Background: an optimization exercise with open tools, aiming at a short achievable clock period and few clock cycles. Do not read the settings as production practice.
Function was checked by simulation only, so behaviour that the tests miss may differ from the original.
In every run shown here, the design's own scripts or RTL, not TritonCTS, make the clock network.
The clock port is modelled as an ideal driver, which makes a skipped or thinned clock tree look cheaper than it is; a real chip needs a root buffer or a tree.
No activity file was given, so power comes from the tool's default toggle rates.

## flow/flow/post_cts.tcl

```tcl
# Replace the clock tree that CTS made with a two-level tree of inverters: the clock
# port drives NROOT root inverters, each at the centre of a group of leaf inverters; each
# leaf inverter sits at the centre of a compact group of at most LEAF_MAX clock sinks.
# Groups come from recursive halving along x and y, so every sink sees the same two
# inverters from the port, and so the clock's own polarity.
set blk      [ord::get_db_block]
set db       [ord::get_db]
set nroot 4
set leaf_max 48
set leaf_cell sky130_fd_sc_hd__clkinv_16
set root_cell sky130_fd_sc_hd__clkinv_16
set port_net [[$blk findBTerm clk] getNet]

# Registers that drive an output port through its port buffer go next to that buffer,
# so the register-to-port path has no long wire (detailed placement legalises them)
foreach bt [$blk getBTerms] {
  if {[$bt getIoType] ne "OUTPUT"} { continue }
  set pbuf ""
  foreach it [[$bt getNet] getITerms] { if {[$it isOutputSignal]} { set pbuf [$it getInst] } }
  if {$pbuf eq "" || [$pbuf findITerm A] eq "NULL" || [[$pbuf findITerm A] getNet] eq "NULL"} { continue }
  foreach it [[[$pbuf findITerm A] getNet] getITerms] {
    if {[$it isOutputSignal] && [[[$it getInst] getMaster] isSequential]} {
      lassign [$pbuf getLocation] bx by
      [$it getInst] setLocation $bx $by
      puts "post_cts: [[$it getInst] getName] moved next to [$pbuf getName]"
    }
  }
}

proc is_clk_cell {inst} {
  set n [$inst getName]
  return [expr {[string match "clkbuf_*" $n] || [string match "clkload*" $n]}]
}

# Walk the tree from the port: clock buffers and dummy loads go, everything else is a sink
set sinks {}
set dead_insts {}
set dead_nets {}
set todo [list $port_net]
while {[llength $todo]} {
  set net [lindex $todo 0]
  set todo [lrange $todo 1 end]
  foreach it [$net getITerms] {
    if {[$it isOutputSignal]} { continue }
    set inst [$it getInst]
    if {[is_clk_cell $inst]} {
      lappend dead_insts $inst
      foreach ot [$inst getITerms] {
        if {[$ot isOutputSignal] && [$ot getNet] ne "NULL"} {
          lappend todo [$ot getNet]
          lappend dead_nets [$ot getNet]
        }
      }
    } else {
      lappend sinks $it
    }
  }
}
puts "post_cts: [llength $sinks] sinks, removing [llength $dead_insts] clock cells"
foreach it $sinks { $it disconnect }
foreach inst $dead_insts {
  foreach it [$inst getITerms] { if {[$it getNet] ne "NULL"} { $it disconnect } }
  odb::dbInst_destroy $inst
}
foreach net [lsort -unique $dead_nets] { odb::dbNet_destroy $net }

proc item_xy {it} {
  if {[catch {set xy [$it getAvgXY]}] || [lindex $xy 0] == 0} {
    set b [[$it getInst] getBBox]
    return [list [expr {([$b xMin] + [$b xMax]) / 2}] [expr {([$b yMin] + [$b yMax]) / 2}]]
  }
  return [lrange $xy 1 2]
}

# Split items (each {x y obj}) into 2^k groups of at most max items, halving along the longer side
proc split_groups {items max} {
  if {[llength $items] <= $max} { return [list $items] }
  set xs {}; set ys {}
  foreach i $items { lappend xs [lindex $i 0]; lappend ys [lindex $i 1] }
  set xs [lsort -integer $xs]; set ys [lsort -integer $ys]
  set axis [expr {([lindex $xs end] - [lindex $xs 0]) >= ([lindex $ys end] - [lindex $ys 0]) ? 0 : 1}]
  set sorted [lsort -integer -index $axis $items]
  set h [expr {[llength $sorted] / 2}]
  return [concat [split_groups [lrange $sorted 0 [expr {$h - 1}]] $max] \
                 [split_groups [lrange $sorted $h end] $max]]
}

proc centre {items} {
  set sx 0; set sy 0
  foreach i $items { set sx [expr {$sx + [lindex $i 0]}]; set sy [expr {$sy + [lindex $i 1]}] }
  set n [llength $items]
  return [list [expr {$sx / $n}] [expr {$sy / $n}]]
}

proc add_buf {blk master name xy in_net} {
  set inst [odb::dbInst_create $blk $master $name]
  $inst setLocation [lindex $xy 0] [lindex $xy 1]
  $inst setPlacementStatus PLACED
  set net [odb::dbNet_create $blk "${name}_net"]
  $net setSigType CLOCK
  [$inst findITerm A] connect $in_net
  foreach it [$inst getITerms] { if {[$it isOutputSignal]} { $it connect $net } }
  return [list $inst $net]
}

set items {}
foreach it $sinks { lappend items [concat [item_xy $it] [list $it]] }
set leaf_groups [split_groups $items $leaf_max]
set leaf_items {}
set k 0
foreach g $leaf_groups { lappend leaf_items [concat [centre $g] [list $g]] }
set root_groups [split_groups $leaf_items [expr {int(ceil([llength $leaf_items] / double($nroot)))}]]
puts "post_cts: [llength $leaf_groups] leaf buffers in [llength $root_groups] root groups"

set lm [$db findMaster $leaf_cell]
set rm [$db findMaster $root_cell]
set r 0
set l 0
foreach rg $root_groups {
  lassign [add_buf $blk $rm "clkinv_root_$r" [centre $rg] $port_net] rinst rnet
  foreach li $rg {
    lassign [add_buf $blk $lm "clkinv_leaf_$l" [lrange $li 0 1] $rnet] linst lnet
    foreach s [lindex $li 2] { [lindex $s 2] connect $lnet }
    incr l
  }
  incr r
}
$port_net setSigType CLOCK

# Legalise the new buffers, then repair timing on the new tree as CTS did on its own
detailed_placement
estimate_parasitics -placement
repair_timing_helper
detailed_placement
check_placement -verbose
```

## flow/design.v

```verilog
package console_geom_pkg;
  localparam int LINE_WIDTH   = 16;   
  localparam int SCREEN_LINES = 4;    
  localparam int FONT_ROWS    = 2;    
  localparam int BUF_LINES    = 16;
  localparam int COL_BITS     = 4;
  localparam int LINE_BITS    = 4;
  localparam int ADDR_BITS    = 8;    
  localparam int MAX_TAB      = 7;    
  localparam int SLOTS        = SCREEN_LINES;
  typedef logic [LINE_BITS-1:0] line_idx_t;   
  typedef logic [COL_BITS-1:0]  col_idx_t;    
  typedef struct packed {
    line_idx_t line;
    col_idx_t  col;
  } line_col_t;
  typedef union packed {
    logic [ADDR_BITS-1:0] flat;
    line_col_t            lc;
  } buf_addr_u;
endpackage
package console_code_pkg;
  localparam logic [7:0] BS_CODE    = 8'h08;   
  localparam logic [7:0] HT_CODE    = 8'h09;   
  localparam logic [7:0] LF_CODE    = 8'h0A;   
  localparam logic [7:0] CR_CODE    = 8'h0D;   
  localparam logic [7:0] DEL_CODE   = 8'h7F;   
  localparam logic [7:0] CTRL_LIMIT = 8'd32;   
  localparam logic [7:0] BLANK_CHAR = 8'h00;   
  typedef enum logic [2:0] {
    op_print,
    op_backspace,
    op_newline,     
    op_tab
  } write_op_e;
  typedef struct packed {
    write_op_e  op;
    logic [7:0] ch;
  } write_cmd_t;
endpackage
`timescale 1ns/1ns
module char_decoder (
  input  logic       clk,
  input  logic       rst,
  input  logic       i_char_stb,
  input  logic [7:0] i_char,
  input  logic       i_alt_func_en,   
  input  logic [2:0] i_tab_count,
  input  logic       i_clear_screen_stb,
  output logic       o_wr_char_rdy,
  output logic       o_print,         
  output logic       o_bs,
  output logic       o_tab,
  output logic       o_nl,
  output logic [7:0] o_ch,
  output logic [7:0] o_tab_oh,        
  output logic [6:0] o_tab_th,        
  output logic       o_clr            
);
  logic take;
  logic is_ctrl;
  assign o_wr_char_rdy = 1'b1;
  assign take          = i_char_stb;
  assign is_ctrl = (i_char < console_code_pkg::CTRL_LIMIT) || (i_char == console_code_pkg::DEL_CODE);
  logic       ctl_hi;         
  logic [2:0] ctl_lo;         
  assign o_bs  = ctl_hi && ctl_lo[0];
  assign o_tab = ctl_hi && ctl_lo[1];
  assign o_nl  = ctl_hi && ctl_lo[2];
  always_ff @(posedge clk) begin
    o_print   <= take && (i_alt_func_en || !is_ctrl);
    ctl_hi    <= take && !i_alt_func_en && (i_char[7:4] == 4'h0);
    ctl_lo[0] <= (i_char[3:0] == console_code_pkg::BS_CODE[3:0]);
    ctl_lo[1] <= (i_char[3:0] == console_code_pkg::HT_CODE[3:0]);
    ctl_lo[2] <= (i_char[3:0] == console_code_pkg::LF_CODE[3:0]) ||
                 (i_char[3:0] == console_code_pkg::CR_CODE[3:0]);
    o_clr   <= rst || i_clear_screen_stb;
    o_ch    <= i_char;
    for (int k = 0; k < 8; k++) begin
      o_tab_oh[k] <= (i_tab_count == 3'(k));
    end
    for (int k = 0; k < 7; k++) begin
      o_tab_th[k] <= (i_tab_count > 3'(k));
    end
  end
endmodule
`timescale 1ns/1ns
module cursor_writer (
  input  logic        clk,
  input  logic        i_print,
  input  logic        i_bs,
  input  logic        i_tab,
  input  logic        i_nl,
  input  logic [7:0]  i_tab_oh,
  input  logic [6:0]  i_tab_th,
  input  logic        i_clr,
  output logic [3:0]  o_line_oh,    
  output logic [3:0]  o_wrap_oh,    
  output logic [15:0] o_print_col,  
  output logic [15:0] o_blank_col,  
  output logic        o_clr,        
  output logic [7:0]  o_ch,
  output logic [3:0]  o_top_oh,     
  output logic        o_top0_print,  
  output logic        o_top0_kill,   
  input  logic [7:0]  i_ch
);
  localparam int W = console_geom_pkg::LINE_WIDTH;
  localparam int S = console_geom_pkg::SLOTS;
  logic [S-1:0] line_oh;
  logic [W-1:0] col_oh;    
  logic [S-1:0] top_oh;
  logic [1:0]   moves;     
  logic [W-1:0] bs_col;    
  logic [7:0]   shift;     
  logic [6:0]   reach;     
  logic [W-1:0] col_nxt;
  logic [S-1:0] nxt_oh;
  logic         wrap;
  always_comb begin
    shift    = i_tab ? i_tab_oh : 8'(!(i_print || i_bs || i_nl));
    shift[1] = shift[1] | i_print;
    reach    = i_tab ? i_tab_th : '0;
    reach[0] = reach[0] | i_print;
    for (int c = 0; c < W; c++) begin
      bs_col[c] = (c == W - 1) ? 1'b0 : col_oh[c+1];
    end
    bs_col[0] = col_oh[1] | col_oh[0];
    wrap = i_nl;
    for (int k = 0; k < 7; k++) begin
      wrap = wrap | (col_oh[W-1-k] & reach[k]);
    end
    for (int c = 0; c < W; c++) begin
      col_nxt[c] = i_bs & bs_col[c];
      for (int k = 0; k < 8; k++) begin
        if (c - k >= 0) col_nxt[c] = col_nxt[c] | (col_oh[c-k] & shift[k]);
      end
    end
    col_nxt[0] = col_nxt[0] | wrap;
  end
  assign nxt_oh = {line_oh[S-2:0], line_oh[S-1]};
  assign o_top_oh = top_oh;
  always_ff @(posedge clk) begin
    o_clr       <= i_clr;
    o_ch        <= i_ch;
    o_line_oh   <= line_oh;
    o_wrap_oh   <= wrap ? nxt_oh : '0;
    o_print_col <= i_print ? col_oh : '0;
    o_blank_col <= i_bs ? bs_col : '0;
    o_top0_print <= !i_clr && (moves == 2'd0) && i_print && col_oh[0];
    o_top0_kill  <= i_clr || ((moves == 2'd0) && i_bs && bs_col[0]);
  end
  always_ff @(posedge clk) begin
    if (i_clr) begin
      line_oh <= S'(1);
      col_oh  <= W'(1);
      top_oh  <= S'(1);
      moves   <= '0;
    end else begin
      col_oh <= col_nxt;
      if (wrap) begin
        line_oh <= nxt_oh;
        if (moves == 2'd3) begin
          top_oh <= {top_oh[S-2:0], top_oh[S-1]};
        end else begin
          moves <= moves + 2'd1;
        end
      end
    end
  end
endmodule
`timescale 1ns/1ns
module char_ram (
  input  logic         clk,
  input  logic         i_clr,         
  input  logic [3:0]   i_line_oh,
  input  logic [3:0]   i_wrap_oh,     
  input  logic [15:0]  i_print_col,
  input  logic [15:0]  i_blank_col,
  input  logic [7:0]   i_ch,
  input  logic [3:0]   i_rot_oh,      
  output logic [31:0]  o_col0,        
  output logic [31:0]  o_col1         
);
  localparam int W = console_geom_pkg::LINE_WIDTH;
  localparam int S = console_geom_pkg::SLOTS;
  logic [127:0] mem   [S];
  logic [127:0] mem_d [S];
  always_comb begin
    for (int l = 0; l < S; l++) begin
      for (int c = 0; c < W; c++) begin
        if (i_clr || i_wrap_oh[l] || (i_line_oh[l] && i_blank_col[c])) begin
          mem_d[l][8*c +: 8] = console_code_pkg::BLANK_CHAR;
        end else if (i_line_oh[l] && i_print_col[c]) begin
          mem_d[l][8*c +: 8] = i_ch;
        end else if (i_rot_oh[l]) begin
          mem_d[l][8*c +: 8] = mem[l][8*((c+1)%W) +: 8];
        end else begin
          mem_d[l][8*c +: 8] = mem[l][8*c +: 8];
        end
      end
    end
  end
  always_ff @(posedge clk) begin
    for (int l = 0; l < S; l++) begin
      mem[l] <= mem_d[l];
    end
  end
  always_comb begin
    for (int l = 0; l < S; l++) begin
      o_col0[8*l +: 8] = mem[l][7:0];
      o_col1[8*l +: 8] = mem[l][15:8];
    end
  end
endmodule
`timescale 1ns/1ns
module frame_reader (
  input  logic         clk,
  input  logic         rst,
  input  logic         i_read_frame_stb,
  input  logic         i_char_req_en,
  input  logic [3:0]   i_top_oh,     
  input  logic [31:0]  i_col0,
  input  logic [31:0]  i_col1,
  input  logic [7:0]   i_ch,         
  input  logic         i_top0_print,  
  input  logic         i_top0_kill,   
  output logic [3:0]   o_rot_oh,
  output logic         o_char_rdy,
  output logic [7:0]   o_char
);
  localparam int S = console_geom_pkg::SLOTS;
  logic         act;       
  logic         first;     
  logic [7:0]   p;         
  logic         b_end;     
  logic [S-1:0] cur_oh;    
  logic [S-1:0] nxt_oh;
  logic [S-1:0] cur_nxt;
  logic         b_end_nxt;
  logic         adv;       
  logic [S-1:0] sel0;      
  logic [S-1:0] sel1;      
  logic [7:0]   top0, byp, pick;
  assign nxt_oh   = {cur_oh[S-2:0], cur_oh[S-1]};
  assign cur_nxt  = first ? i_top_oh : adv ? nxt_oh : cur_oh;
  assign b_end_nxt = !i_read_frame_stb && (p[4:0] == 5'd31);
  always_comb begin
    top0 = '0;
    pick = '0;
    for (int l = 0; l < S; l++) begin
      top0 = top0 | (i_top_oh[l] ? i_col0[8*l +: 8] : '0);
      pick = pick | (sel0[l] ? i_col0[8*l +: 8] : '0) | (sel1[l] ? i_col1[8*l +: 8] : '0);
    end
    byp = i_top0_print ? i_ch : (i_top0_kill ? 8'h00 : top0);
  end
  always_ff @(posedge clk) begin
    if (rst) begin
      act        <= 1'b0;
      first      <= 1'b0;
      o_char_rdy <= 1'b0;
      adv        <= 1'b0;
      o_rot_oh   <= '0;
    end else begin
      o_char_rdy <= act && i_char_req_en;
      adv        <= act && i_char_req_en && b_end_nxt;
      o_rot_oh   <= (act && i_char_req_en) ? cur_nxt : '0;
      first      <= i_read_frame_stb;
      if (i_read_frame_stb) begin
        act <= 1'b1;
      end else if (act && i_char_req_en && (p == 8'd127)) begin
        act <= 1'b0;
      end
    end
  end
  always_ff @(posedge clk) begin
    if (i_read_frame_stb) begin
      p <= '0;
    end else if (i_char_req_en) begin
      p <= p + 8'd1;
    end
    b_end <= b_end_nxt;
    o_char <= first ? byp : pick;
    if (i_char_req_en) begin
      sel0 <= b_end_nxt ? {cur_nxt[S-2:0], cur_nxt[S-1]} : '0;
      sel1 <= b_end_nxt ? '0 : cur_nxt;
    end else begin
      sel0 <= cur_nxt;
      sel1 <= '0;
    end
    cur_oh <= cur_nxt;
  end
endmodule
`timescale 1ns/1ns
module console_buffer (
  input  logic       clk,
  input  logic       rst,
  input  logic       i_char_stb,
  input  logic [7:0] i_char,
  input  logic       i_alt_func_en,
  input  logic [2:0] i_tab_count,
  input  logic       i_clear_screen_stb,
  output logic       o_wr_char_rdy,
  input  logic       i_read_frame_stb,
  input  logic       i_char_req_en,
  output logic       o_char_rdy,
  output logic [7:0] o_char
);
  logic         print, bs, tab, nl, clr, clr_w;
  logic [7:0]   ch, ch_w;
  logic         top0_print, top0_kill;
  logic [7:0]   tab_oh;
  logic [6:0]   tab_th;
  logic [15:0]  print_col, blank_col;
  logic [3:0]   line_oh, wrap_oh, top_oh, rot_oh;
  logic [31:0]  col0, col1;
  char_decoder u_char_decoder (
    .clk(clk), .rst(rst),
    .i_char_stb(i_char_stb), .i_char(i_char), .i_alt_func_en(i_alt_func_en),
    .i_tab_count(i_tab_count), .i_clear_screen_stb(i_clear_screen_stb),
    .o_wr_char_rdy(o_wr_char_rdy),
    .o_print(print), .o_bs(bs), .o_tab(tab), .o_nl(nl), .o_ch(ch),
    .o_tab_oh(tab_oh), .o_tab_th(tab_th), .o_clr(clr)
  );
  cursor_writer u_cursor_writer (
    .clk(clk),
    .i_print(print), .i_bs(bs), .i_tab(tab), .i_nl(nl),
    .i_tab_oh(tab_oh), .i_tab_th(tab_th), .i_clr(clr),
    .o_line_oh(line_oh), .o_wrap_oh(wrap_oh), .o_print_col(print_col),
    .o_blank_col(blank_col), .o_clr(clr_w), .o_ch(ch_w),
    .o_top_oh(top_oh), .o_top0_print(top0_print), .o_top0_kill(top0_kill), .i_ch(ch)
  );
  char_ram u_char_ram (
    .clk(clk), .i_clr(clr_w),
    .i_line_oh(line_oh), .i_wrap_oh(wrap_oh), .i_print_col(print_col),
    .i_blank_col(blank_col), .i_ch(ch_w),
    .i_rot_oh(rot_oh), .o_col0(col0), .o_col1(col1)
  );
  frame_reader u_frame_reader (
    .clk(clk), .rst(rst),
    .i_read_frame_stb(i_read_frame_stb), .i_char_req_en(i_char_req_en),
    .i_top_oh(top_oh), .i_col0(col0), .i_col1(col1), .i_ch(ch_w), .i_top0_print(top0_print), .i_top0_kill(top0_kill),
    .o_rot_oh(rot_oh), .o_char_rdy(o_char_rdy), .o_char(o_char)
  );
endmodule
```

## flow/config.mk

```make
export PLATFORM = sky130hd
export DESIGN_NAME = console_buffer
export DESIGN_NICKNAME = console_buffer
export VERILOG_FILES = /design/flow/design.v
export SDC_FILE = /design/flow/constraint.sdc
export NUM_CORES = 4
export LEC_CHECK = 0
export ABC_CLOCK_PERIOD_IN_PS = 1500
export CAP_MARGIN = 20
export CORE_MARGIN = 2
export CORE_UTILIZATION = 55
export SETUP_SLACK_MARGIN = 3.4
export SLEW_MARGIN = 20
export SYNTH_MEMORY_MAX_BITS = 4096
export TNS_END_PERCENT = 100
```

## flow/flow/run.sh

```bash
#!/bin/bash
# The standard layout, with the clock tree replaced after CTS by a two-level inverter tree (flow/post_cts.tcl).
# make's output goes to standard.log; each ORFS step keeps its own log under orfs/logs.
set -euo pipefail
here=$(pwd)
export POST_CTS_TCL="$here/flow/post_cts.tcl"
bash standard.sh > "$here/standard.log" 2>&1
```

## flow/constraint.sdc

```tcl
create_clock -name core_clock -period 5.0 [get_ports {clk}]
set_input_delay 1.0000 -clock core_clock [delete_from_list [all_inputs] [get_ports {clk}]]
set_output_delay 1.0000 -clock core_clock [all_outputs]
set_load 0.01 [all_outputs]
```

## flow/standard.sh

```bash
#!/bin/bash
# synth_recipe.tcl (not shown) runs the flow's synth.tcl, then flattens the netlist and writes it again
# the make line also repeats each setting of config.mk as NAME=value (left out here)
make -C /OpenROAD-flow-scripts/flow DESIGN_CONFIG=/design/flow/config.mk WORK_HOME=/design/flow/orfs CLKGATE_MAP_FILE= SYNTH_SCRIPT=/design/flow/synth_recipe.tcl "${@:-finish}"
```

==> flow_summary_export.csv, run 1 <==
group,metric,value,unit
run_status,status,"complete, no violations",
pwr,seqPwrFrac,68.3,%
global_route,antenna_found_initial,1,
route,route.vias.total,22200,
global_route,grtUsageMet3,4.15,%
global_route,grt_first_pass_wirelength,127000,um
timing,worstMarginPinSlew,0.841,ns
placement,place_inst,3447,
layout,nNetsFinal,2857,
pwr,cellLeakagePower,8.82,nW
floorplanning,die-area,52600,sq um
route,drc_errors,0,
logic_synthesis,synth_nets,3003,
global_route,busiest_layer,"met2",
timing,period_needed,1.68,ns
placement,place.gp.congestion,0.926,
logic_synthesis,postSynthAreaPerCell,9.37,sq um
pwr,p_per_area,261,nW/um^2
route,viasPerCell,6.33,
global_route,grt_pass1_vias,20700,
timing,drv_slew,0,
timing,slew_headroom,43.9,%
placement,portBuffers,26,
logic_synthesis,ys_ff_latch,653,
global_route,grt-ovfl-total,0,
cts,clk_pin_slew,0.09,ns
route,wl_per_cell,24.4,um
route,ant_nets,0,
layout,fin_util,59.3,%
logic_synthesis,yosysWarnings,6,
layout,multi_input_area,14000,sq um
logic_synthesis,synthCells,2981,
pwr,comb_power_share,4.4,%
timing,fin_tns_setup,0,ns
route,first_pass_iters,9,
timing,post-route-period-util,33.6,%
layout,design_area,29800,sq um
floorplanning,io_pins,28,
global_route,use_met2,47.7,%
floorplanning,coreArea,50200,sq um
route,drt_wl_total,85500,um
logic_synthesis,synth-main-ff-cell,"dfxtp_1",
worst_setup_path,required,5.10,ns
worst_setup_path,cp_max_fo,16,
timing,finClkSkew,0.0242,ns
pwr,power.share.clock,27.3,%
pwr,intPower,5.65,mW
layout,syn2layout_area_growth,6.55,%
cts,numClockSinks,653,
layout,fill_cells,4253,
timing,hold_slack,0.328,ns
cts,insertion_delay,0.25,ns
timing,final_hold_viol_count,0,
timing,finalSetupViolations,0,
flow_run,maxCapViolCount,0,
worst_hold_path,hp-class,"reg -> reg",
worst_setup_path,crit_path_start_kind,"register",
worst_setup_path,worst-setup-path-type,"reg -> reg",
layout,instances_no_fill,3507,
logic_synthesis,synth-edff-count,0,
worst_setup_path,worstSetupEndpointType,"register",
logic_synthesis,yosys.cell_types.count,46,
layout,layout_common_cells,"dfxtp_1 (618), nor2_1 (544), a211oi_1 (532)",
pwr,switching_share,27.4,%
timing,max_freq,595,MHz
global_route,use_met1,44.6,%
pwr,switchingPower,2.13,mW
floorplanning,dieHeight,229,um
floorplanning,fp-row-count,82,
logic_synthesis,ys_seq_area_share,46.8,%
worst_setup_path,arrival,1.78,ns
logic_synthesis,synthArstFlopShare,0,%
layout,layout_commonest_cell,"dfxtp_1",
layout,ff_latch_area,13200,sq um
placement,postPlaceCellArea,28200,sq um
global_route,grt_max_degree,129,
global_route,grt.total_usage,31.1,%
logic_synthesis,netlist_area,27900,sq um
layout,drive_above_1_share,6.78,%
placement,dpl.hpwl,49600,um
timing,rsz0062_at_grt,"yes",
floorplanning,die_x,229,um
floorplanning,start_util,55.7,%
pwr,vdd_drop_max,0.000234,V
route,drt_iter0_drc,2134,
[layer usage]
metal	share of wire [%]	vias to the layer above	routed length, um
li1	-	10500	-
met1	45	10700	38800
met2	43	842	37200
met3	7.2	146	6170
met4	3.9	4	3290
met5	0.027	-	23
[state kept, by name (all words and copies together) (netlist names), 2 cells and up]
register	flops
u_char_decoder.o_ch	8
u_cursor_writer.line_oh	4
u_cursor_writer.o_print_col	16
u_cursor_writer.o_blank_col	15
u_frame_reader.p	8
u_frame_reader.cur_oh	4
u_frame_reader.sel1	4
u_cursor_writer.o_line_oh	4
u_cursor_writer.o_ch	8
u_frame_reader.o_char	8
u_frame_reader.sel0	4
u_cursor_writer.moves	2
u_char_ram.mem	512
u_char_decoder.o_tab_oh	8
u_cursor_writer.o_wrap_oh	4
u_cursor_writer.col_oh	16
u_char_decoder.ctl_lo	3
u_char_decoder.o_tab_th	7
u_cursor_writer.top_oh	4
u_frame_reader.o_rot_oh	4
[power groups by stage]
stage          Sequential, mW  Clock, mW  Combinational [mW]
2_1_floorplan            5.37          0               0.205
3_3_place_gp             5.45          0               0.240
3_5_place_dp             5.45          0               0.244
5_1_grt                  5.32       2.36               0.363
6_report                 5.31       2.12               0.345
[cell usage after synthesis (3+ instances only)]
cell / number / share of area [%]
buf_1: 18 / 0.24
dfxtp_1: 653 / 47
nor3b_1: 4 / 0.11
buf_2: 67 / 1.2
ha_1: 4 / 0.18
or2_2: 8 / 0.18
nor2_1: 547 / 7.4
o22ai_1: 5 / 0.11
and3_1: 19 / 0.43
a21oi_1: 50 / 0.90
nand4_1: 3 / 0.067
or3_1: 3 / 0.067
a211oi_1: 532 / 14
a21oi_2: 3 / 0.094
a221oi_1: 3 / 0.094
mux2i_1: 522 / 19
a31oi_1: 11 / 0.25
clkbuf_1: 157 / 2.1
and2_1: 18 / 0.40
a222oi_1: 12 / 0.43
o21ai_0: 6 / 0.11
inv_1: 17 / 0.23
nand3_1: 14 / 0.25
nand2_1: 213 / 2.9
a22oi_1: 63 / 1.7
[metrics by stage]
step                      worst slack (ns)  total power, mW
final                                 3.32             7.78
after global routing                  3.23             8.04
after detailed placement              2.36             5.70
after global placement                2.35             5.69
after floorplan                       3.36             5.57
[final timing paths]
check,depth (start not counted),slack (ns),from,end
max,3,3.32,u_cursor_writer.o_print_col[5],u_char_ram.mem[3][40]
min,0,0.33,u_char_decoder.o_ch[0],u_cursor_writer.o_ch[0]
min reg2reg,0,0.33,u_char_decoder.o_ch[0],u_cursor_writer.o_ch[0]
max reg2reg,3,3.32,u_cursor_writer.o_print_col[5],u_char_ram.mem[3][40]
[critical path, cell delays in order, from the launching register on]
cell and delay (ns):
dfxtp_1 0.76, nand2_1 0.47, nor2_1 0.24, a211oi_1 0.07
[cell families after synthesis]
group                      share of synthesized area, %
AOI/OAI and AO/OA                                  18.3
xor gates and xnor gates                          0.125
adders and majority gates                         0.179
buffers and inverters                              3.84
DFF                                                46.8
muxes                                              18.8
other                                            0.0134
and+or+nand+nor                                    11.9
[cell type report]
cell class,instances,area share (%)
multi-input combinational,2066,47.0
sequential,653,44.2
timing repair buffer,77,3.75
tap,672,2.83
inverter,37,2.23
antenna,2,0.0168
Testbench counts, summed over its fixed seeds: cycles 30,826.
==> run 2, diff against run 1 <==
--- a/flow/design.v
+++ b/flow/design.v
@@ -95,10 +95,9 @@
   input  logic [6:0]  i_tab_th,
   input  logic        i_clr,
   output logic [3:0]  o_line_oh,    
-  output logic [3:0]  o_wrap_oh,    
+  output logic [3:0]  o_kill_oh,    
   output logic [15:0] o_print_col,  
   output logic [15:0] o_blank_col,  
-  output logic        o_clr,        
   output logic [7:0]  o_ch,
   output logic [3:0]  o_top_oh,     
   output logic        o_top0_print,  
@@ -141,10 +140,9 @@
   assign nxt_oh = {line_oh[S-2:0], line_oh[S-1]};
   assign o_top_oh = top_oh;
   always_ff @(posedge clk) begin
-    o_clr       <= i_clr;
     o_ch        <= i_ch;
     o_line_oh   <= line_oh;
-    o_wrap_oh   <= wrap ? nxt_oh : '0;
+    o_kill_oh   <= i_clr ? '1 : wrap ? nxt_oh : '0;
     o_print_col <= i_print ? col_oh : '0;
     o_blank_col <= i_bs ? bs_col : '0;
     o_top0_print <= !i_clr && (moves == 2'd0) && i_print && col_oh[0];
@@ -172,9 +170,8 @@
 `timescale 1ns/1ns
 module char_ram (
   input  logic         clk,
-  input  logic         i_clr,         
   input  logic [3:0]   i_line_oh,
-  input  logic [3:0]   i_wrap_oh,     
+  input  logic [3:0]   i_kill_oh,     
   input  logic [15:0]  i_print_col,
   input  logic [15:0]  i_blank_col,
   input  logic [7:0]   i_ch,
@@ -189,7 +186,7 @@
   always_comb begin
     for (int l = 0; l < S; l++) begin
       for (int c = 0; c < W; c++) begin
-        if (i_clr || i_wrap_oh[l] || (i_line_oh[l] && i_blank_col[c])) begin
+        if (i_kill_oh[l] || (i_line_oh[l] && i_blank_col[c])) begin
           mem_d[l][8*c +: 8] = console_code_pkg::BLANK_CHAR;
         end else if (i_line_oh[l] && i_print_col[c]) begin
           mem_d[l][8*c +: 8] = i_ch;
@@ -306,13 +303,13 @@
   output logic       o_char_rdy,
   output logic [7:0] o_char
 );
-  logic         print, bs, tab, nl, clr, clr_w;
+  logic         print, bs, tab, nl, clr;
   logic [7:0]   ch, ch_w;
   logic         top0_print, top0_kill;
   logic [7:0]   tab_oh;
   logic [6:0]   tab_th;
   logic [15:0]  print_col, blank_col;
-  logic [3:0]   line_oh, wrap_oh, top_oh, rot_oh;
+  logic [3:0]   line_oh, kill_oh, top_oh, rot_oh;
   logic [31:0]  col0, col1;
   char_decoder u_char_decoder (
     .clk(clk), .rst(rst),
@@ -326,13 +323,13 @@
     .clk(clk),
     .i_print(print), .i_bs(bs), .i_tab(tab), .i_nl(nl),
     .i_tab_oh(tab_oh), .i_tab_th(tab_th), .i_clr(clr),
-    .o_line_oh(line_oh), .o_wrap_oh(wrap_oh), .o_print_col(print_col),
-    .o_blank_col(blank_col), .o_clr(clr_w), .o_ch(ch_w),
+    .o_line_oh(line_oh), .o_kill_oh(kill_oh), .o_print_col(print_col),
+    .o_blank_col(blank_col), .o_ch(ch_w),
     .o_top_oh(top_oh), .o_top0_print(top0_print), .o_top0_kill(top0_kill), .i_ch(ch)
   );
   char_ram u_char_ram (
-    .clk(clk), .i_clr(clr_w),
-    .i_line_oh(line_oh), .i_wrap_oh(wrap_oh), .i_print_col(print_col),
+    .clk(clk),
+    .i_line_oh(line_oh), .i_kill_oh(kill_oh), .i_print_col(print_col),
     .i_blank_col(blank_col), .i_ch(ch_w),
     .i_rot_oh(rot_oh), .o_col0(col0), .o_col1(col1)
   );
==> run 2 against run 1 <==
Net effect:
- final cell count shrank 1.9%
- utilization increased by 0.33 points
- critical path depth is 2 lower
- clock power hardly changed
- sequential power is essentially flat
- maximum frequency down 0.20%
- worst setup slack got worse by 0.0033 ns
- first-iteration DRC count is 2.6% higher
- power increased by 0.76%
- critical path type is now reg -> out
==> flow_summary_export.csv, run 2 <==
group,metric,value,unit
run_status,status,"complete, no violations",
floorplanning,die_x,229,um
route,drt_iter0_drc,2190,
timing,fin_tns_setup,0,ns
layout,drive_above_1_share,7.95,%
route,ant_nets,0,
pwr,switching_share,27.8,%
layout,multi_input_area,14000,sq um
global_route,grt-ovfl-total,0,
layout,ff_latch_area,13200,sq um
logic_synthesis,synthArstFlopShare,0,%
global_route,grt.total_usage,32.1,%
logic_synthesis,synth.most_common_cell,"dfxtp_1",
floorplanning,dieHeight,229,um
floorplanning,io_pins,28,
cts,insertion_delay,0.25,ns
worst_setup_path,cp_top_family,"flip-flops",
logic_synthesis,netlist_area,27900,sq um
worst_setup_path,arrival,0.68,ns
global_route,grt_max_degree,129,
placement,place.gp.congestion,0.932,
route,wl_per_cell,25.7,um
layout,reg_top3,"u_char_ram.mem: 512 flops, u_cursor_writer.col_oh: 16 flops, u_cursor_writer.o_print_col: 16 flops",
layout,syn2layout_area_growth,7.02,%
logic_synthesis,ys_top_cells_by_area,"dfxtp_1 (47%), mux2i_1 (19%), a211oi_1 (14%)",
timing,finalSetupViolations,0,
timing,post-route-period-util,33.7,%
timing,drv_slew,0,
worst_setup_path,cp_max_fo,1,
worst_setup_path,max_stage_delay,0.33,ns
logic_synthesis,synth_nets,2927,
floorplanning,fp-row-count,82,
global_route,antenna_found_initial,4,
pwr,power.share.clock,27.5,%
cts,numClockSinks,652,
placement,postPlaceCellArea,28200,sq um
timing,fin_ws,3.32,ns
timing,finClkSkew,0.0253,ns
worst_hold_path,min-delay-start,"u_char_decoder.o_ch[0]",
logic_synthesis,yosysWarnings,6,
worst_setup_path,setup.worst_path.start,"u_frame_reader.o_char[0]",
layout,design_area,29900,sq um
timing,max_freq,594,MHz
layout,layout_common_cells,"dfxtp_1 (610), nor2_1 (544), a211oi_1 (525)",
timing,rsz0062_at_grt,"yes",
pwr,p_per_area,263,nW/um^2
layout,fill_cells,4368,
logic_synthesis,ys_top_cells_by_count,"dfxtp_1 (652), nor2_1 (545), a211oi_1 (526)",
worst_hold_path,hp-class,"reg -> reg",
route,viasPerCell,6.42,
floorplanning,die-area,52500,sq um
logic_synthesis,synth-main-ff-cell,"dfxtp_1",
worst_setup_path,crit_path_start_kind,"register",
floorplanning,start_util,55.7,%
timing,final_hold_viol_count,0,
global_route,grt_first_pass_wirelength,131000,um
logic_synthesis,synthCells,2905,
timing,period_needed,1.68,ns
flow_run,maxCapViolCount,0,
timing,slew_headroom,46.2,%
route,drt_wl_total,88300,um
pwr,comb_power_share,4.8,%
logic_synthesis,yosys.cell_types.count,53,
global_route,grt_pass1_vias,21000,
timing,hold_slack,0.330,ns
pwr,seqPwrFrac,67.7,%
pwr,vdd_drop_max,0.000215,V
floorplanning,coreArea,50100,sq um
worst_setup_path,critPathSlowestCell,"dfxtp_2",
worst_setup_path,worstSetupEndpointType,"primary output",
pwr,cellLeakagePower,9.04,nW
placement,pre_cts_ws,2.32,ns
worst_setup_path,rr_startpoint,"u_cursor_writer.o_top0_print",
layout,largest_register,"u_char_ram.mem",
placement,portBuffers,26,
route,first_pass_iters,10,
logic_synthesis,postSynthAreaPerCell,9.60,sq um
worst_setup_path,worst-setup-path-type,"reg -> out",
route,route.vias.total,22100,
worst_setup_path,worstPathCellList,"buf_6",
worst_setup_path,required,4.00,ns
logic_synthesis,synth-edff-count,0,
layout,nNetsFinal,2790,
pwr,p_total,7.84,mW
timing,worstMarginPinSlew,0.806,ns
cts,clk_pin_slew,0.10,ns
logic_synthesis,ys_seq_area_share,46.8,%
layout,largest_reg_flops,512,
route,drc_errors,0,
pwr,switchingPower,2.18,mW
logic_synthesis,ys_ff_latch,652,
logic_synthesis,synth_top_area_share,46.8,%
layout,layout_commonest_cell,"dfxtp_1",
worst_setup_path,worstPathBufferInverterCount,1,
logic_synthesis,synth_top_cell_by_area,"dfxtp_1",
pwr,intPower,5.66,mW
placement,dpl.hpwl,50000,um
-- run 2: cell count changes in the layout (fill, tap and decap cells not counted), moves of 6 or more --
cell	before	now
dfxtp_1	618	610
buf_4	17	24
inv_1	15	8
dlygate4sd2_1	6	0
nand2b_1	0	10
a211oi_1	532	525
a21oi_1	46	38
a21o_1	2	68
nand2_1	173	40
a22oi_1	63	53
-- run 2: worst paths after layout --
check                        endpoint  slack, ns  cells past startpoint
max                         o_char[0]       3.32                      1
min reg2reg   u_cursor_writer.o_ch[0]       0.33                      0
max reg2reg  u_frame_reader.o_char[7]       3.41                      4
min           u_cursor_writer.o_ch[0]       0.33                      0
-- run 2: area by class of cell --
cell class,instances,area share (%)
well taps,672,2.82
diodes,1,0.00838
inverters,30,2.14
flip-flops and latches,652,44.1
multi-input cells,1999,47.0
repair buffers,85,3.98
-- run 2: worst register-to-register path, stage by stage (launching register included) --
cell and delay [ns]:
dfxtp_1 0.46, or2_2 0.44, a21oi_1 0.17, a21oi_1 0.06, a21oi_1 0.34
-- run 2: power by group through the flow --
stage | sequential [mW] | clock [mW] | combinational (mW)
after global placement | 5.47 | 0 | 0.233
final | 5.31 | 2.15 | 0.375
after floorplan | 5.36 | 0 | 0.213
after global routing | 5.32 | 2.37 | 0.389
after detailed placement | 5.47 | 0 | 0.236
-- run 2: metrics by stage --
stage	utilization, %	cells
floorplan	-	2905
global placement	56.3	3370
detailed placement	56.3	3370
global route	59.6	3438
finish	59.6	3439
-- run 2: metal layers --
layer | vias up | part of all wire, % | track usage (%) | wire, um
li1 | 10300 | - | - | -
met1 | 10700 | 45 | 46.9 | 40100
met2 | 858 | 43 | 47.7 | 37700
met3 | 159 | 7.3 | 4.15 | 6420
met4 | 8 | 4.6 | 13.4 | 4030
met5 | - | 0.063 | 0 | 56
-- run 2: logic make-up (layout without fill, tap and decap cells) --
| logic type | Yosys count | in the layout | synth area share [%] |
|---|---|---|---|
| AO/OA/AOI/OAI | 748 | 749 | 19.9 |
| XOR/XNOR | 5 | 5 | 0.157 |
| adder cells (fa/ha/maj) | 4 | 4 | 0.179 |
| buffers and inverters | 255 | 115 | 3.72 |
| flip-flops | 652 | 652 | 46.8 |
| multiplexers | 525 | 525 | 18.8 |
| other | 1 | 2 | 0.0134 |
| AND/OR/NAND/NOR | 715 | 715 | 10.4 |
Testbench counts of run 2, summed over its fixed seeds: cycles 30,826.
==> run 3, diff against run 2 <==
--- a/flow/design.v
+++ b/flow/design.v
@@ -235,12 +235,11 @@
   logic [S-1:0] nxt_oh;
   logic [S-1:0] cur_nxt;
   logic         b_end_nxt;
-  logic         adv;       
   logic [S-1:0] sel0;      
   logic [S-1:0] sel1;      
   logic [7:0]   top0, byp, pick;
   assign nxt_oh   = {cur_oh[S-2:0], cur_oh[S-1]};
-  assign cur_nxt  = first ? i_top_oh : adv ? nxt_oh : cur_oh;
+  assign cur_nxt  = first ? i_top_oh : (o_char_rdy && b_end) ? nxt_oh : cur_oh;
   assign b_end_nxt = !i_read_frame_stb && (p[4:0] == 5'd31);
   always_comb begin
     top0 = '0;
@@ -256,11 +255,9 @@
       act        <= 1'b0;
       first      <= 1'b0;
       o_char_rdy <= 1'b0;
-      adv        <= 1'b0;
       o_rot_oh   <= '0;
     end else begin
       o_char_rdy <= act && i_char_req_en;
-      adv        <= act && i_char_req_en && b_end_nxt;
       o_rot_oh   <= (act && i_char_req_en) ? cur_nxt : '0;
       first      <= i_read_frame_stb;
       if (i_read_frame_stb) begin
==> run 3 against run 2 <==
Net effect:
- wire length shrank 0.53%
- sequential power about the same
- critical path type unchanged
- combinational power decreased by 4%
- final cell count rose by 0.15%
- clock skew shrank 0.0079 ns
- global-route usage rose by 0.76 points
- die area about the same
==> flow_summary_export.csv, run 3 <==
group,metric,value,unit
global_route,grt_pass1_vias,20900,
layout,drive_above_1_share,8.08,%
floorplanning,coreArea,50200,sq um
layout,layout_common_cells,"dfxtp_1 (608), nor2_1 (539), a211oi_1 (524)",
cts,insertion_delay,0.25,ns
logic_synthesis,synth.most_common_cell,"dfxtp_1",
layout,syn2layout_area_growth,7.00,%
placement,portBuffers,26,
pwr,vdd_drop_max,0.000240,V
floorplanning,io_pins,28,
placement,dpl.hpwl,50800,um
timing,finClkSkew,0.0174,ns
timing,max_freq,586,MHz
cts,clk_pin_slew,0.10,ns
timing,slew_headroom,44.0,%
logic_synthesis,yosysWarnings,6,
logic_synthesis,yosys.cell_types.count,54,
timing,hold_slack,0.330,ns
logic_synthesis,synth_top_area_share,46.8,%
worst_setup_path,ff2ff_path_depth,4,
run_status,status,"complete, no violations",
worst_setup_path,path_depth,1,
global_route,grt_first_pass_wirelength,133000,um
logic_synthesis,ys_ff_latch,652,
worst_setup_path,worstPathBufferInverterCount,1,
route,ant_nets,0,
layout,reg_top3,"u_char_ram.mem: 512 flops, u_cursor_writer.col_oh: 16 flops, u_cursor_writer.o_print_col: 16 flops",
logic_synthesis,ys_top_cells_by_count,"dfxtp_1 (652), nor2_1 (539), a211oi_1 (525)",
timing,fin_tns_setup,0,ns
layout,layout_commonest_cell,"dfxtp_1",
floorplanning,dieHeight,229,um
floorplanning,die-area,52600,sq um
pwr,cellLeakagePower,9.08,nW
worst_setup_path,cp_max_fo,2,
worst_setup_path,worst-setup-path-type,"reg -> out",
worst_setup_path,crit_path_start_kind,"register",
worst_setup_path,max_stage_delay,0.35,ns
placement,place.gp.congestion,0.929,
layout,nNetsFinal,2795,
timing,rsz0062_at_grt,"yes",
timing,period_needed,1.71,ns
floorplanning,start_util,55.6,%
route,drt_iter0_drc,2362,
logic_synthesis,ys_seq_area_share,46.8,%
global_route,grt_max_degree,45,
worst_setup_path,worstPathCellList,"buf_6",
worst_hold_path,hp-class,"reg -> reg",
timing,final_hold_viol_count,0,
layout,largest_register,"u_char_ram.mem",
logic_synthesis,ys_top_cells_by_area,"dfxtp_1 (47%), mux2i_1 (19%), a211oi_1 (14%)",
worst_setup_path,required,4.00,ns
timing,finalSetupViolations,0,
layout,largest_reg_flops,512,
worst_setup_path,cp_top_family,"flip-flops",
route,first_pass_iters,9,
route,drt_wl_total,87900,um
timing,post-route-period-util,34.1,%
cts,numClockSinks,652,
logic_synthesis,postSynthAreaPerCell,9.62,sq um
logic_synthesis,synthArstFlopShare,0,%
route,viasPerCell,6.40,
logic_synthesis,synth-edff-count,0,
route,drc_errors,0,
timing,drv_slew,0,
global_route,antenna_found_initial,2,
global_route,grt-ovfl-total,0,
logic_synthesis,netlist_area,27900,sq um
logic_synthesis,synth_top_cell_by_area,"dfxtp_1",
worst_setup_path,arrival,0.71,ns
logic_synthesis,synth_nets,2922,
route,route.vias.total,22000,
logic_synthesis,synthCells,2900,
floorplanning,fp-row-count,82,
worst_setup_path,worstSetupEndpointType,"primary output",
logic_synthesis,synth-main-ff-cell,"dfxtp_1",
timing,worstMarginPinSlew,0.838,ns
global_route,grt.total_usage,32.8,%
worst_hold_path,min_path_cells,0,
floorplanning,die_x,229,um
worst_setup_path,critPathSlowestCell,"dfxtp_2",
layout,fin_util,59.5,%
route,wl_per_cell,25.5,um
pwr,p_per_area,262,nW/um^2
worst_setup_path,r2r_slack,3.40,ns
flow_run,maxCapViolCount,0,
[run 3: cell types whose count changed after synthesis, moves of 2 or more]
cell / delta
buf_1: +15
a21oi_1: -4
mux2_2: +4
a22oi_1: -2
buf_2: +2
clkbuf_1: -16
nor2_1: -6
[run 3: logic make-up (layout without fill, tap and decap cells)]
group                      count (synthesis)  count (layout)  synth area share [%]
xor gates and xnor gates                   4               4                 0.126
muxes                                    529             529                  19.0
buffers and inverters                    256             127                  3.73
DFF                                      652             652                  46.8
AOI/OAI and AO/OA                        745             745                  19.9
and+or+nand+nor                          709             709                  10.3
other                                      1               2                0.0134
adders and majority gates                  4               4                 0.179
[run 3: layer usage]
| metal | vias up | global-route usage (%) | share of wire (%) |
|---|---|---|---|
| li1 | 10400 | - | - |
| met1 | 10700 | 44.9 | 44 |
| met2 | 797 | 51.3 | 44 |
| met3 | 184 | 5.20 | 6.9 |
| met4 | 0 | 14.7 | 5.0 |
| met5 | - | 0 | 0 |
[run 3: worst paths after layout]
path | endpoint | startpoint
worst min-delay path | u_cursor_writer.o_ch[6] | u_char_decoder.o_ch[6]
worst min register to register | u_cursor_writer.o_ch[6] | u_char_decoder.o_ch[6]
worst max-delay path | o_char_rdy | u_frame_reader.o_char_rdy
worst max register to register | u_cursor_writer.col_oh[0] | u_cursor_writer.col_oh[15]
[run 3: metrics by stage]
stage | area, sq um | worst slack (ns) | instances | power [mW]
after floorplan | 27900 | 3.35 | 2900 | 5.58
after global placement | 28200 | 2.17 | 3369 | 5.71
after detailed placement | 28200 | 2.18 | 3369 | 5.71
after global routing | 29900 | 3.27 | 3443 | 8.06
final | 29900 | 3.29 | 3444 | 7.83
[run 3: layout make-up]
cell class	count	area, sq um
antenna	1	2.50
fill	4252	20300
multi-input combinational	1992	14000
inverter	31	642
tap	672	841
timing repair buffer	96	1200
sequential	652	13200
[run 3: power by group]
group	internal (mW)	switching, mW	total [mW]
logic	0.114	0.246	0.360
registers	5.22	0.0906	5.31
clock network	0.320	1.84	2.16
Testbench counts of run 3, summed over its fixed seeds: cycles 30,826.
==> run 4, diff against run 3 <==
--- a/flow/design.v
+++ b/flow/design.v
@@ -50,37 +50,39 @@
   output logic       o_wr_char_rdy,
   output logic       o_print,         
   output logic       o_bs,
-  output logic       o_tab,
   output logic       o_nl,
+  output logic [7:0] o_shift,         
+  output logic [6:0] o_reach,         
   output logic [7:0] o_ch,
-  output logic [7:0] o_tab_oh,        
-  output logic [6:0] o_tab_th,        
   output logic       o_clr            
 );
   logic take;
-  logic is_ctrl;
+  logic is_bs, is_ht, is_nl, is_ctrl;
+  logic print, bs, tab, nl;
   assign o_wr_char_rdy = 1'b1;
-  assign take          = i_char_stb;
+  assign take          = i_char_stb && !rst;
+  assign is_bs   = (i_char == console_code_pkg::BS_CODE);
+  assign is_ht   = (i_char == console_code_pkg::HT_CODE);
+  assign is_nl   = (i_char == console_code_pkg::LF_CODE) || (i_char == console_code_pkg::CR_CODE);
   assign is_ctrl = (i_char < console_code_pkg::CTRL_LIMIT) || (i_char == console_code_pkg::DEL_CODE);
-  logic       ctl_hi;         
-  logic [2:0] ctl_lo;         
-  assign o_bs  = ctl_hi && ctl_lo[0];
-  assign o_tab = ctl_hi && ctl_lo[1];
-  assign o_nl  = ctl_hi && ctl_lo[2];
+  assign print = take && (i_alt_func_en || !is_ctrl);
+  assign bs    = take && !i_alt_func_en && is_bs;
+  assign tab   = take && !i_alt_func_en && is_ht;
+  assign nl    = take && !i_alt_func_en && is_nl;
   always_ff @(posedge clk) begin
-    o_print   <= take && (i_alt_func_en || !is_ctrl);
-    ctl_hi    <= take && !i_alt_func_en && (i_char[7:4] == 4'h0);
-    ctl_lo[0] <= (i_char[3:0] == console_code_pkg::BS_CODE[3:0]);
-    ctl_lo[1] <= (i_char[3:0] == console_code_pkg::HT_CODE[3:0]);
-    ctl_lo[2] <= (i_char[3:0] == console_code_pkg::LF_CODE[3:0]) ||
-                 (i_char[3:0] == console_code_pkg::CR_CODE[3:0]);
+    o_print <= print;
+    o_bs    <= bs;
+    o_nl    <= nl;
     o_clr   <= rst || i_clear_screen_stb;
     o_ch    <= i_char;
-    for (int k = 0; k < 8; k++) begin
-      o_tab_oh[k] <= (i_tab_count == 3'(k));
-    end
-    for (int k = 0; k < 7; k++) begin
-      o_tab_th[k] <= (i_tab_count > 3'(k));
+    o_shift[0] <= (tab && (i_tab_count == 3'd0)) || !(print || bs || tab || nl);
+    o_shift[1] <= print || (tab && (i_tab_count == 3'd1));
+    for (int k = 2; k < 8; k++) begin
+      o_shift[k] <= tab && (i_tab_count == 3'(k));
+    end
+    o_reach[0] <= print || (tab && (i_tab_count != 3'd0));
+    for (int k = 1; k < 7; k++) begin
+      o_reach[k] <= tab && (i_tab_count > 3'(k));
     end
   end
 endmodule
@@ -89,15 +91,15 @@
   input  logic        clk,
   input  logic        i_print,
   input  logic        i_bs,
-  input  logic        i_tab,
   input  logic        i_nl,
-  input  logic [7:0]  i_tab_oh,
-  input  logic [6:0]  i_tab_th,
+  input  logic [7:0]  i_shift,      
+  input  logic [6:0]  i_reach,      
   input  logic        i_clr,
   output logic [3:0]  o_line_oh,    
-  output logic [3:0]  o_kill_oh,    
+  output logic [3:0]  o_wrap_oh,    
   output logic [15:0] o_print_col,  
   output logic [15:0] o_blank_col,  
+  output logic        o_clr,        
   output logic [7:0]  o_ch,
   output logic [3:0]  o_top_oh,     
   output logic        o_top0_print,  
@@ -111,28 +113,22 @@
   logic [S-1:0] top_oh;
   logic [1:0]   moves;     
   logic [W-1:0] bs_col;    
-  logic [7:0]   shift;     
-  logic [6:0]   reach;     
   logic [W-1:0] col_nxt;
   logic [S-1:0] nxt_oh;
   logic         wrap;
   always_comb begin
-    shift    = i_tab ? i_tab_oh : 8'(!(i_print || i_bs || i_nl));
-    shift[1] = shift[1] | i_print;
-    reach    = i_tab ? i_tab_th : '0;
-    reach[0] = reach[0] | i_print;
     for (int c = 0; c < W; c++) begin
       bs_col[c] = (c == W - 1) ? 1'b0 : col_oh[c+1];
     end
     bs_col[0] = col_oh[1] | col_oh[0];
     wrap = i_nl;
     for (int k = 0; k < 7; k++) begin
-      wrap = wrap | (col_oh[W-1-k] & reach[k]);
+      wrap = wrap | (col_oh[W-1-k] & i_reach[k]);
     end
     for (int c = 0; c < W; c++) begin
       col_nxt[c] = i_bs & bs_col[c];
       for (int k = 0; k < 8; k++) begin
-        if (c - k >= 0) col_nxt[c] = col_nxt[c] | (col_oh[c-k] & shift[k]);
+        if (c - k >= 0) col_nxt[c] = col_nxt[c] | (col_oh[c-k] & i_shift[k]);
       end
     end
     col_nxt[0] = col_nxt[0] | wrap;
@@ -140,9 +136,10 @@
   assign nxt_oh = {line_oh[S-2:0], line_oh[S-1]};
   assign o_top_oh = top_oh;
   always_ff @(posedge clk) begin
+    o_clr       <= i_clr;
     o_ch        <= i_ch;
     o_line_oh   <= line_oh;
-    o_kill_oh   <= i_clr ? '1 : wrap ? nxt_oh : '0;
+    o_wrap_oh   <= wrap ? nxt_oh : '0;
     o_print_col <= i_print ? col_oh : '0;
     o_blank_col <= i_bs ? bs_col : '0;
     o_top0_print <= !i_clr && (moves == 2'd0) && i_print && col_oh[0];
@@ -170,8 +167,9 @@
 `timescale 1ns/1ns
 module char_ram (
   input  logic         clk,
+  input  logic         i_clr,         
   input  logic [3:0]   i_line_oh,
-  input  logic [3:0]   i_kill_oh,     
+  input  logic [3:0]   i_wrap_oh,     
   input  logic [15:0]  i_print_col,
   input  logic [15:0]  i_blank_col,
   input  logic [7:0]   i_ch,
@@ -186,7 +184,7 @@
   always_comb begin
     for (int l = 0; l < S; l++) begin
       for (int c = 0; c < W; c++) begin
-        if (i_kill_oh[l] || (i_line_oh[l] && i_blank_col[c])) begin
+        if (i_clr || i_wrap_oh[l] || (i_line_oh[l] && i_blank_col[c])) begin
           mem_d[l][8*c +: 8] = console_code_pkg::BLANK_CHAR;
         end else if (i_line_oh[l] && i_print_col[c]) begin
           mem_d[l][8*c +: 8] = i_ch;
@@ -300,33 +298,33 @@
   output logic       o_char_rdy,
   output logic [7:0] o_char
 );
-  logic         print, bs, tab, nl, clr;
+  logic         print, bs, nl, clr, clr_w;
   logic [7:0]   ch, ch_w;
   logic         top0_print, top0_kill;
-  logic [7:0]   tab_oh;
-  logic [6:0]   tab_th;
+  logic [7:0]   shift;
+  logic [6:0]   reach;
   logic [15:0]  print_col, blank_col;
-  logic [3:0]   line_oh, kill_oh, top_oh, rot_oh;
+  logic [3:0]   line_oh, wrap_oh, top_oh, rot_oh;
   logic [31:0]  col0, col1;
   char_decoder u_char_decoder (
     .clk(clk), .rst(rst),
     .i_char_stb(i_char_stb), .i_char(i_char), .i_alt_func_en(i_alt_func_en),
     .i_tab_count(i_tab_count), .i_clear_screen_stb(i_clear_screen_stb),
     .o_wr_char_rdy(o_wr_char_rdy),
-    .o_print(print), .o_bs(bs), .o_tab(tab), .o_nl(nl), .o_ch(ch),
-    .o_tab_oh(tab_oh), .o_tab_th(tab_th), .o_clr(clr)
+    .o_print(print), .o_bs(bs), .o_nl(nl), .o_ch(ch),
+    .o_shift(shift), .o_reach(reach), .o_clr(clr)
   );
   cursor_writer u_cursor_writer (
     .clk(clk),
-    .i_print(print), .i_bs(bs), .i_tab(tab), .i_nl(nl),
-    .i_tab_oh(tab_oh), .i_tab_th(tab_th), .i_clr(clr),
-    .o_line_oh(line_oh), .o_kill_oh(kill_oh), .o_print_col(print_col),
-    .o_blank_col(blank_col), .o_ch(ch_w),
+    .i_print(print), .i_bs(bs), .i_nl(nl),
+    .i_shift(shift), .i_reach(reach), .i_clr(clr),
+    .o_line_oh(line_oh), .o_wrap_oh(wrap_oh), .o_print_col(print_col),
+    .o_blank_col(blank_col), .o_clr(clr_w), .o_ch(ch_w),
     .o_top_oh(top_oh), .o_top0_print(top0_print), .o_top0_kill(top0_kill), .i_ch(ch)
   );
   char_ram u_char_ram (
-    .clk(clk),
-    .i_line_oh(line_oh), .i_kill_oh(kill_oh), .i_print_col(print_col),
+    .clk(clk), .i_clr(clr_w),
+    .i_line_oh(line_oh), .i_wrap_oh(wrap_oh), .i_print_col(print_col),
     .i_blank_col(blank_col), .i_ch(ch_w),
     .i_rot_oh(rot_oh), .o_col0(col0), .o_col1(col1)
   );
--- a/flow/config.mk
+++ b/flow/config.mk
@@ -8,7 +8,7 @@
 export ABC_CLOCK_PERIOD_IN_PS = 1500
 export CAP_MARGIN = 20
 export CORE_MARGIN = 2
-export CORE_UTILIZATION = 55
+export CORE_UTILIZATION = 65
 export SETUP_SLACK_MARGIN = 3.4
 export SLEW_MARGIN = 20
 export SYNTH_MEMORY_MAX_BITS = 4096
==> run 4 against run 3 <==
Net effect:
- via count rose by 1.7%
- sequential power about the same
- worst setup slack worse by 0.18 ns
- still clean on timing, DRC and antenna
- area after synthesis rose by 0.22%
- critical endpoint is now u_char_decoder.o_shift[2]
- maximum frequency shrank 9.7%
- critical path depth grew 5
- utilization is 9.7 points higher
==> flow_summary_export.csv, run 4 <==
group,metric,value,unit
run_status,status,"complete, no violations",
logic_synthesis,ys_ff_latch,651,
floorplanning,die_x,211,um
global_route,grt-ovfl-total,0,
worst_hold_path,hp-class,"reg -> reg",
layout,multi_input_area,14000,sq um
floorplanning,dieHeight,211,um
logic_synthesis,ys_top_cells_by_area,"dfxtp_1 (47%), mux2i_1 (19%), a211oi_1 (14%)",
logic_synthesis,yosys.cell_types.count,55,
logic_synthesis,netlist_area,28000,sq um
timing,finalSetupViolations,0,
cts,insertion_delay,0.24,ns
layout,reg_top3,"u_char_ram.mem: 512 flops, u_cursor_writer.col_oh: 16 flops, u_cursor_writer.o_print_col: 16 flops",
logic_synthesis,synth_top_cell_by_area,"dfxtp_1",
worst_setup_path,arrival,2.04,ns
logic_synthesis,synth.most_common_cell,"dfxtp_1",
layout,antenna_cells,0,
placement,portBuffers,26,
pwr,cellLeakagePower,8.85,nW
timing,rsz0062_at_grt,"yes",
logic_synthesis,synth-main-ff-cell,"dfxtp_1",
timing,fin_tns_setup,0,ns
timing,drv_slew,0,
layout,drive_above_1_share,7.26,%
pwr,vdd_drop_max,0.000320,V
logic_synthesis,synth_top_area_share,46.6,%
logic_synthesis,yosysWarnings,6,
logic_synthesis,synth-edff-count,0,
floorplanning,fp-row-count,76,
global_route,grt_first_pass_wirelength,127000,um
layout,syn2layout_area_growth,5.96,%
placement,place.gp.congestion,0.939,
layout,layout_commonest_cell,"dfxtp_1",
pwr,p_per_area,261,nW/um^2
timing,period_needed,1.89,ns
logic_synthesis,postSynthAreaPerCell,9.44,sq um
cts,clk_pin_slew,0.09,ns
layout,ff_latch_area,13100,sq um
layout,layout_common_cells,"dfxtp_1 (612), nor2_1 (543), a211oi_1 (521)",
worst_setup_path,required,5.15,ns
logic_synthesis,synthArstFlopShare,0,%
floorplanning,die-area,44700,sq um
timing,slew_headroom,44.9,%
timing,post-route-period-util,37.8,%
placement,dpl.hpwl,47900,um
floorplanning,io_pins,28,
flow_run,maxCapViolCount,0,
floorplanning,start_util,65.4,%
route,drc_errors,0,
timing,max_freq,529,MHz
route,drt_wl_total,86000,um
global_route,grt_pass1_vias,21300,
layout,instances_no_fill,3369,
global_route,antenna_found_initial,2,
global_route,grt.total_usage,37.0,%
global_route,grt_max_degree,66,
placement,place_inst,3300,
logic_synthesis,synthCells,2962,
route,viasPerCell,6.66,
layout,largest_reg_flops,512,
logic_synthesis,ys_top_cells_by_count,"dfxtp_1 (651), nor2_1 (548), mux2i_1 (523)",
layout,fill_cells,3282,
layout,nNetsFinal,2847,
timing,finClkSkew,0.0191,ns
timing,final_hold_viol_count,0,
floorplanning,coreArea,42800,sq um
worst_setup_path,worstSetupEndpointType,"register",
logic_synthesis,ys_seq_area_share,46.6,%
worst_setup_path,cp_max_fo,4,
route,drt_iter0_drc,2491,
route,ant_nets,0,
route,first_pass_iters,6,
route,wl_per_cell,25.5,um
worst_setup_path,worst-setup-path-type,"in -> reg",
timing,worstMarginPinSlew,0.825,ns
logic_synthesis,synth_nets,2984,
route,route.vias.total,22400,
worst_setup_path,crit_path_start_kind,"input pin",
cts,numClockSinks,651,
layout,largest_register,"u_char_ram.mem",
[run 4: cell types whose count changed after synthesis, sizes merged, moves of 11 or more]
cell    previous run  this run
buf               86       128
clkbuf           159       115
nor2             539       550
and3              19         3
nand2             86       200
and2              18        30
a21o              70         1
[run 4: path summary, 6_finish.rpt]
check | startpoint | cells after the start | to | slack (ns)
setup / recovery | i_char[6] | 6 | u_char_decoder.o_shift[2] | 3.11
hold / removal | u_char_decoder.o_ch[0] | 0 | u_cursor_writer.o_ch[0] | 0.33
setup reg to reg | u_cursor_writer.o_print_col[3] | 3 | u_char_ram.mem[3][24] | 3.36
hold reg to reg | u_char_decoder.o_ch[0] | 0 | u_cursor_writer.o_ch[0] | 0.33
[run 4: cell type report]
class	instances	share of cell area [%]
repair buffers	84	3.87
well taps	546	2.30
inverters	37	2.24
flip-flops and latches	651	44.3
multi-input cells	2051	47.3
[run 4: where the power goes]
| part | switching [mW] | internal, mW |
|---|---|---|
| logic | 0.235 | 0.0998 |
| registers | 0.0834 | 5.20 |
| clock network | 1.80 | 0.320 |
[run 4: critical path, cell delays in order]
cell     delay (ns)
buf_8          0.10
nor4_4         0.35
nand4_4        0.15
buf_6          0.14
buf_6          0.11
nor3_1         0.18
[run 4: stage by stage]
step | instance area, sq um | worst slack [ns] | util [%] | power [mW] | hold slack, ns
floorplan | 28000 | 3.00 | - | 5.53 | 0.310
global placement | 28000 | 2.16 | 65.5 | 5.64 | 0.309
detailed placement | 28000 | 2.11 | 65.5 | 5.64 | 0.314
global route | 29600 | 3.08 | 69.3 | 7.97 | 0.342
finish | 29600 | 3.11 | 69.3 | 7.74 | 0.328
[run 4: cells by family after synthesis]
| family | count (synthesis) | synth area share [%] |
|---|---|---|
| fa+ha+maj | 4 | 0.179 |
| other cells | 1 | 0.0134 |
| simple gates | 831 | 12.0 |
| xor+xnor | 4 | 0.125 |
| buf+inv | 260 | 4.06 |
| compound gates | 683 | 18.1 |
| flops | 651 | 46.6 |
| mux | 528 | 18.9 |
[run 4: layer usage]
layer / global-route usage [%] / share of wire (%) / vias up
li1: - / - / 10400
met1: 49.5 / 42 / 10800
met2: 57.3 / 44 / 991
met3: 6.97 / 8.4 / 238
met4: 18.9 / 6.0 / 2
met5: 0 / 0.015 / -
Testbench counts of run 4, summed over its fixed seeds: cycles 30,826.
==> run 5, diff against run 4 <==
--- a/flow/config.mk
+++ b/flow/config.mk
@@ -8,7 +8,7 @@
 export ABC_CLOCK_PERIOD_IN_PS = 1500
 export CAP_MARGIN = 20
 export CORE_MARGIN = 2
-export CORE_UTILIZATION = 65
+export CORE_UTILIZATION = 55
 export SETUP_SLACK_MARGIN = 3.4
 export SLEW_MARGIN = 20
 export SYNTH_MEMORY_MAX_BITS = 4096
==> run 5 against run 4 <==
Net effect:
- wire length grew 3.0%
- die area grew 18%
- utilization shrank 10 points
- cell area grew 0.20%
- worst hold slack gained 0.00079 ns
- flip-flop and latch count is the same
==> flow_summary_export.csv, run 5 <==
group,metric,value,unit
logic_synthesis,ys_top_cells_by_area,"dfxtp_1 (47%), mux2i_1 (19%), a211oi_1 (14%)",
logic_synthesis,synth_top_cell_by_area,"dfxtp_1",
pwr,p_per_area,262,nW/um^2
global_route,grt-ovfl-total,0,
floorplanning,die-area,52700,sq um
floorplanning,coreArea,50200,sq um
logic_synthesis,synth_top_area_share,46.6,%
floorplanning,fp-row-count,82,
worst_setup_path,cp_top_family,"simple AND/OR/NAND/NOR gates",
timing,finClkSkew,0.0161,ns
route,drt_wl_total,88500,um
logic_synthesis,synth_nets,2984,
floorplanning,dieHeight,230,um
layout,antenna_cells,0,
layout,layout_commonest_cell,"dfxtp_1",
cts,clk_pin_slew,0.09,ns
logic_synthesis,synthCells,2962,
layout,instances_no_fill,3486,
floorplanning,die_x,230,um
layout,largest_reg_flops,512,
layout,largest_register,"u_char_ram.mem",
worst_setup_path,worstSetupEndpointType,"register",
logic_synthesis,synth.most_common_cell,"dfxtp_1",
logic_synthesis,synthArstFlopShare,0,%
layout,nNetsFinal,2838,
run_status,status,"complete, no violations",
pwr,intPower,5.62,mW
worst_setup_path,required,5.17,ns
logic_synthesis,synth-main-ff-cell,"dfxtp_1",
layout,syn2layout_area_growth,6.17,%
flow_run,maxCapViolCount,0,
route,viasPerCell,6.36,
global_route,antenna_found_initial,3,
route,route.vias.total,22200,
worst_setup_path,crit_path_start_kind,"input pin",
layout,reg_top3,"u_char_ram.mem: 512 flops, u_cursor_writer.col_oh: 16 flops, u_cursor_writer.o_print_col: 16 flops",
route,drt_iter0_drc,2425,
logic_synthesis,ys_seq_area_share,46.6,%
worst_setup_path,critPathSlowestCell,"nor4_4",
timing,max_freq,528,MHz
pwr,comb_power_share,4.5,%
worst_setup_path,cp_max_fo,8,
layout,drive_above_1_share,7.32,%
timing,period_needed,1.89,ns
timing,drv_slew,0,
logic_synthesis,synth-edff-count,0,
pwr,cellLeakagePower,8.81,nW
pwr,vdd_drop_max,0.000207,V
global_route,grt_max_degree,129,
route,drc_errors,0,
pwr,switchingPower,2.15,mW
floorplanning,start_util,55.8,%
logic_synthesis,yosys.cell_types.count,55,
logic_synthesis,postSynthAreaPerCell,9.44,sq um
logic_synthesis,netlist_area,28000,sq um
pwr,switching_share,27.7,%
global_route,grt.total_usage,31.7,%
route,wl_per_cell,25.4,um
worst_setup_path,worst-setup-path-type,"in -> reg",
logic_synthesis,yosysWarnings,6,
worst_hold_path,hp-class,"reg -> reg",
worst_setup_path,arrival,2.06,ns
timing,post-route-period-util,37.8,%
global_route,grt_pass1_vias,20600,
timing,slew_headroom,42.6,%
cts,numClockSinks,651,
worst_setup_path,worstPathCellList,"buf_8 -> nor4_4 -> nand4_4 -> or2_4 -> nor3_4",
pwr,seqPwrFrac,68.0,%
layout,design_area,29700,sq um
placement,postPlaceCellArea,28200,sq um
placement,dpl.hpwl,49400,um
layout,layout_common_cells,"dfxtp_1 (613), nor2_1 (543), a211oi_1 (521)",
route,first_pass_iters,6,
placement,place_inst,3430,
timing,fin_tns_setup,0,ns
global_route,grt_first_pass_wirelength,129000,um
logic_synthesis,ys_ff_latch,651,
worst_setup_path,worstPathBufferInverterCount,1,
pwr,power.share.clock,27.6,%
logic_synthesis,ys_top_cells_by_count,"dfxtp_1 (651), nor2_1 (548), mux2i_1 (523)",
placement,portBuffers,26,
worst_setup_path,max_stage_delay,0.37,ns
route,ant_nets,0,
timing,final_hold_viol_count,0,
timing,rsz0062_at_grt,"yes",
timing,finalSetupViolations,0,
cts,insertion_delay,0.25,ns
placement,place.gp.congestion,0.936,
layout,fill_cells,4322,
floorplanning,io_pins,28,
timing,worstMarginPinSlew,0.860,ns
timing,hold_slack,0.329,ns
[run 5: cells by family (layout without fill, tap and decap cells)]
logic type	after synthesis	count (layout)	share of synthesized area [%]
flops	651	651	46.6
fa+ha+maj	4	4	0.179
other cells	1	1	0.0134
xor+xnor	4	4	0.125
compound gates	683	683	18.1
mux	528	528	18.9
simple gates	831	831	12.0
buf+inv	260	112	4.06
[run 5: stage by stage]
stage	setup slack, ns	util [%]	total power [mW]
floorplan	3.00	-	5.53
global placement	2.28	56.2	5.65
detailed placement	2.24	56.2	5.65
global route	3.10	59.2	8.01
finish	3.11	59.2	7.77
[run 5: power groups by stage]
stage	Combinational [mW]	Clock (mW)	Sequential (mW)
2_1_floorplan	0.194	0	5.34
3_3_place_gp	0.209	0	5.44
3_5_place_dp	0.213	0	5.44
5_1_grt	0.362	2.37	5.28
6_report	0.347	2.14	5.28
[run 5: path summary, 6_finish.rpt]
path | end | slack (ns) | from | cells past startpoint
hold reg to reg | u_cursor_writer.o_ch[0] | 0.33 | u_char_decoder.o_ch[0] | 0
setup reg to reg | u_frame_reader.sel0[1] | 3.43 | u_frame_reader.o_char_rdy | 5
hold / removal | u_cursor_writer.o_ch[0] | 0.33 | u_char_decoder.o_ch[0] | 0
setup / recovery | u_char_decoder.o_shift[4] | 3.11 | i_char[6] | 5
[run 5: final cells by class]
type,count,area [sq um],area share [%]
timing repair buffer,75,1050,3.54
tap,672,841,2.83
inverter,37,664,2.24
multi-input combinational,2051,14000,47.2
sequential,651,13100,44.2
[run 5: routing by layer]
metal | up-vias | routed length (um) | track usage (%)
met5 | - | 15 | 0
li1 | 10400 | - | -
met1 | 10800 | 40300 | 46.3
met2 | 834 | 38100 | 47.1
met3 | 146 | 6650 | 4.61
met4 | 2 | 3460 | 12.3

## re-timing with driven ports
No port has a modelled driver above. Below, the same layouts with a new extraction and two added sets of constraints. Step 1 assumes that a clkbuf_16 drives the clock port and a buf_2 every other input. Step 2, shift: input delay + t, output delay - t, t = (earliest + latest rising clock arrival at the registers) / 2. This alone moves slack from input paths to output paths. Three values: no drivers, after step 1, after step 2; two values: the first two.
run	t (ns)	setup WS [ns]
run 1	0.494	3.318 / 3.061 / 3.116
run 2	0.503	3.315 / 3.050 / 3.130
run 3	0.505	3.294 / 3.026 / 3.131
run 4	0.492	3.110 / 3.034 / 2.839
run 5	0.500	3.108 / 3.051 / 2.831
After both steps setup and hold are still met in every run listed.
